From an optimization exercise on the open Yosys and OpenROAD flow, aimed at small area, a short achievable clock period and few clock cycles; shortcuts taken in it are not production practice.
Function was checked by simulation only, so behaviour that the tests miss may differ from the original.
Power is estimated from default activity; no workload was simulated.

Setup of job 9243:
==> flow/design.v (excerpt) <==
module systolic_mac_top (
    input  logic                                     clk,
    input  logic                                     rst,
    input  logic                                     in_req,
    input  logic                                     in_first,
    input  logic                                     in_last,
    input  logic [GRID_SIZE*DATA_WIDTH-1:0]          a_col,
    input  logic [GRID_SIZE*DATA_WIDTH-1:0]          b_row,
    output logic                                     in_ack,
    output logic [GRID_SIZE*GRID_SIZE*ACC_WIDTH-1:0] c_mat,
    output logic                                     done
);
Settings: LEC_CHECK=0, CAP_MARGIN=20, CORE_MARGIN=2, CORE_UTILIZATION=40, CTS_CLUSTER_DIAMETER=100, CTS_CLUSTER_SIZE=20, SETUP_SLACK_MARGIN=3.1, SLEW_MARGIN=20, TNS_END_PERCENT=100; clock period 5.5 ns.
standard.sh (not shown) runs the stock make flow with config.mk's settings and CLKGATE_MAP_FILE= SYNTH_SCRIPT=/design/flow/synth_recipe.tcl, a recipe that flattens the netlist after the stock synthesis.
==> flow/flow/run.sh <==
#!/bin/bash
# The standard layout (the standard.sh, standard synthesis included), with one change:
# the buffers that placement puts on every input and output port are sky130_fd_sc_hd__buf_1
# instead of the delay cell ORFS picks by default (clkdlybuf4s50_1, twice the area of buf_2).
set -euo pipefail
bash standard.sh 'BUFFER_PORTS_ARGS=-buffer_cell sky130_fd_sc_hd__buf_1' finish > standard_flow.log 2>&1
Job 9243 was carried through to the last stage, and its layout satisfied the timing, DRC and antenna checks.
Testbench counts of job 9243, summed over its fixed seeds: cycles 3,614.
> inputs changed (job 9243 -> job 2562)
==> flow/flow/run.sh <==
#!/bin/bash
# The standard layout (the standard.sh, standard synthesis included), with one change:
# the buffers that placement puts on every input and output port are sky130_fd_sc_hd__buf_1
# instead of the delay cell ORFS picks by default (clkdlybuf4s50_1, 2.7 times the area of buf_1).
set -euo pipefail
bash standard.sh 'BUFFER_PORTS_ARGS=-buffer_cell sky130_fd_sc_hd__buf_1' finish > standard_flow.log 2>&1
--- a/flow/config.mk
+++ b/flow/config.mk
@@ -11,5 +11,5 @@
 export CTS_CLUSTER_DIAMETER = 100
 export CTS_CLUSTER_SIZE = 20
-export SETUP_SLACK_MARGIN = 3.1
+export SETUP_SLACK_MARGIN = 2.7
 export SLEW_MARGIN = 20
 export TNS_END_PERCENT = 100
==> comparison <==
Of job 2562 and job 9243, the run reporting the higher proportion of power drawn by the clock network was job 2562. Job 9243 → job 2562: via count -about 5.5%, total detailed-routing wirelength -12000 microns, synthesized area per cell did not really move, design internal power lost 7.6%. | sequential power | job 2562 vs job 9243 | ≈ equal |. Between job 2562 and job 9243, the area added between synthesis and finish is lower for job 2562.
### job 2562 -> job 1508
==> flow/flow/run.sh <==
#!/bin/bash
# The standard layout (the standard.sh, standard synthesis included), with one change:
# the buffers that placement puts on every input and output port are sky130_fd_sc_hd__buf_1
# instead of the delay cell ORFS picks by default (clkdlybuf4s50_1, twice the area of buf_2).
set -euo pipefail
bash standard.sh 'BUFFER_PORTS_ARGS=-buffer_cell sky130_fd_sc_hd__buf_1' finish > standard_flow.log 2>&1
--- a/flow/config.mk
+++ b/flow/config.mk
@@ -8,5 +8,5 @@
 export CAP_MARGIN = 20
 export CORE_MARGIN = 2
-export CORE_UTILIZATION = 40
+export CORE_UTILIZATION = 50
 export CTS_CLUSTER_DIAMETER = 100
 export CTS_CLUSTER_SIZE = 20
### Flow results
- Delta (job 1508 minus job 2562): met2 routed wirelength up 4.6%; maximum net fanout on the critical path up 26; average instance area after synthesis flat.
- Number of synthesized flops with an enable pin came out exactly the same in job 2562 and job 1508.
- Job 1508: no failed stages, no open violations at the end
- The higher wire length of the first global-routing pass came out of job 1508.
- Detailed route wirelength on metal3 grows by a few percent when moving from job 2562 to job 1508.
- Job 2562 -> job 1508: cell area after synthesis delta 0, exact match
- From job 2562 to job 1508, number of hold-slack violations in the final timing report did not move at all.
- Status: number of nets produced by synthesis parity (job 1508, job 2562)
- Looking at growth of design area from synthesis to finish, job 1508 sits 1.4 points below job 2562.
- | number of cells on the critical path | lower: job 1508 |
Input changes introduced in job 2872 (baseline for comparison: job 1508):
==> flow/flow/run.sh <==
#!/bin/bash
# The standard layout (the standard.sh, standard synthesis included), with one change:
# the buffers that placement puts on every input and output port are sky130_fd_sc_hd__buf_2
# instead of the delay cell ORFS picks by default (clkdlybuf4s50_1, twice the area of buf_2).
set -euo pipefail
bash standard.sh 'BUFFER_PORTS_ARGS=-buffer_cell sky130_fd_sc_hd__buf_2' finish > standard_flow.log 2>&1
--- a/flow/config.mk
+++ b/flow/config.mk
@@ -8,8 +8,6 @@
 export CAP_MARGIN = 20
 export CORE_MARGIN = 2
-export CORE_UTILIZATION = 50
-export CTS_CLUSTER_DIAMETER = 100
-export CTS_CLUSTER_SIZE = 20
-export SETUP_SLACK_MARGIN = 2.7
+export CORE_UTILIZATION = 40
+export SETUP_SLACK_MARGIN = 2.5
 export SLEW_MARGIN = 20
 export TNS_END_PERCENT = 100
==> comparison <==
Average routed wire per standard cell shrinks by a little under 10% when moving from job 1508 to job 2872.
Job 1508 has lower layout overhead on the synthesized area than job 2872.
Sequential fraction of total cell area: higher on job 1508
Looking only at overall global routing resource usage, and setting everything else aside, the lower value of job 1508 and job 2872 goes to job 2872.
Largest driver fanout on the critical path was higher in the run labelled job 2872.
Job 2872 vs. job 1508: count of placed standard cells including taps went up by about 5.3%.
Against job 1508, wire length on met3 in job 2872 fell by more than 10%.
Worst hold margin on job 2872 is behind job 1508.
Compared with job 1508, job 2872 shows a higher clock power share.
For job 3453, these inputs were changed with respect to job 2872:
==> flow/flow/run.sh <==
#!/bin/bash
# The standard layout (the standard.sh, standard synthesis included), with one change:
# the buffers that placement puts on every input and output port are sky130_fd_sc_hd__buf_1
# instead of the delay cell ORFS picks by default (clkdlybuf4s50_1, twice the area of buf_2).
set -euo pipefail
bash standard.sh 'BUFFER_PORTS_ARGS=-buffer_cell sky130_fd_sc_hd__buf_1' finish > standard_flow.log 2>&1
--- a/flow/config.mk
+++ b/flow/config.mk
@@ -9,4 +9,6 @@
 export CORE_MARGIN = 2
 export CORE_UTILIZATION = 40
+export CTS_CLUSTER_DIAMETER = 100
+export CTS_CLUSTER_SIZE = 20
 export SETUP_SLACK_MARGIN = 2.5
 export SLEW_MARGIN = 20
==> comparison <==
The register share of the cell area of job 3453 is higher than that of job 2872.
Job 3453 vs job 2872: worst slew margin relative to its limit down
Between job 3453 and job 2872, non-clock buffer count is lower for job 2872, job 3453 comes in above that.
Job 2872 ended up with sky130_fd_sc_hd__fa_1 as its library cell contributing the largest single delay on the critical path; job 3453 ended up with sky130_fd_sc_hd__dfxtp_2.
Area of the die came out exactly the same in job 3453 and job 2872.
Row weighted congestion reported at the end of routability-driven placement: job 3453 higher / job 2872 lower

## re-timing with driven ports
The results above use ideal ports. As a check the final layouts listed here were re-extracted and re-timed, cells and wires unchanged.
Step 1 (the two cells are an assumption about what drives the block):
set clk [get_ports {clk}]
set_driving_cell -lib_cell sky130_fd_sc_hd__clkbuf_16 $clk
set_driving_cell -lib_cell sky130_fd_sc_hd__buf_2 [delete_from_list [all_inputs] $clk]
Step 2, shift: input delay + t, output delay - t, t = (earliest + latest rising clock arrival at the registers) / 2. This alone moves slack from input paths to output paths.
Three values: ideal, step 1, step 2; two values: the first two.
| run | t, ns | slack for setup (ns) | latest minus earliest clock arrival (ns) |
|---|---|---|---|
| job 9243 | 0.657 | 2.805 / 2.805 / 2.664 | 0.037 / 0.037 |
| job 2562 | 0.647 | 2.765 / 2.765 / 2.447 | 0.031 / 0.031 |
| job 1508 | 0.653 | 2.723 / 2.723 / 2.723 | 0.032 / 0.033 |
| job 2872 | 0.694 | 2.611 / 2.611 / 2.611 | 0.022 / 0.022 |
| job 3453 | 0.641 | 2.584 / 2.584 / 2.561 | 0.027 / 0.026 |
After both steps setup and hold are still met in every run listed. For job 2562, which loses most, drivers alone change the setup slack by 0.000 ns; drivers and shift together by -0.318 ns.
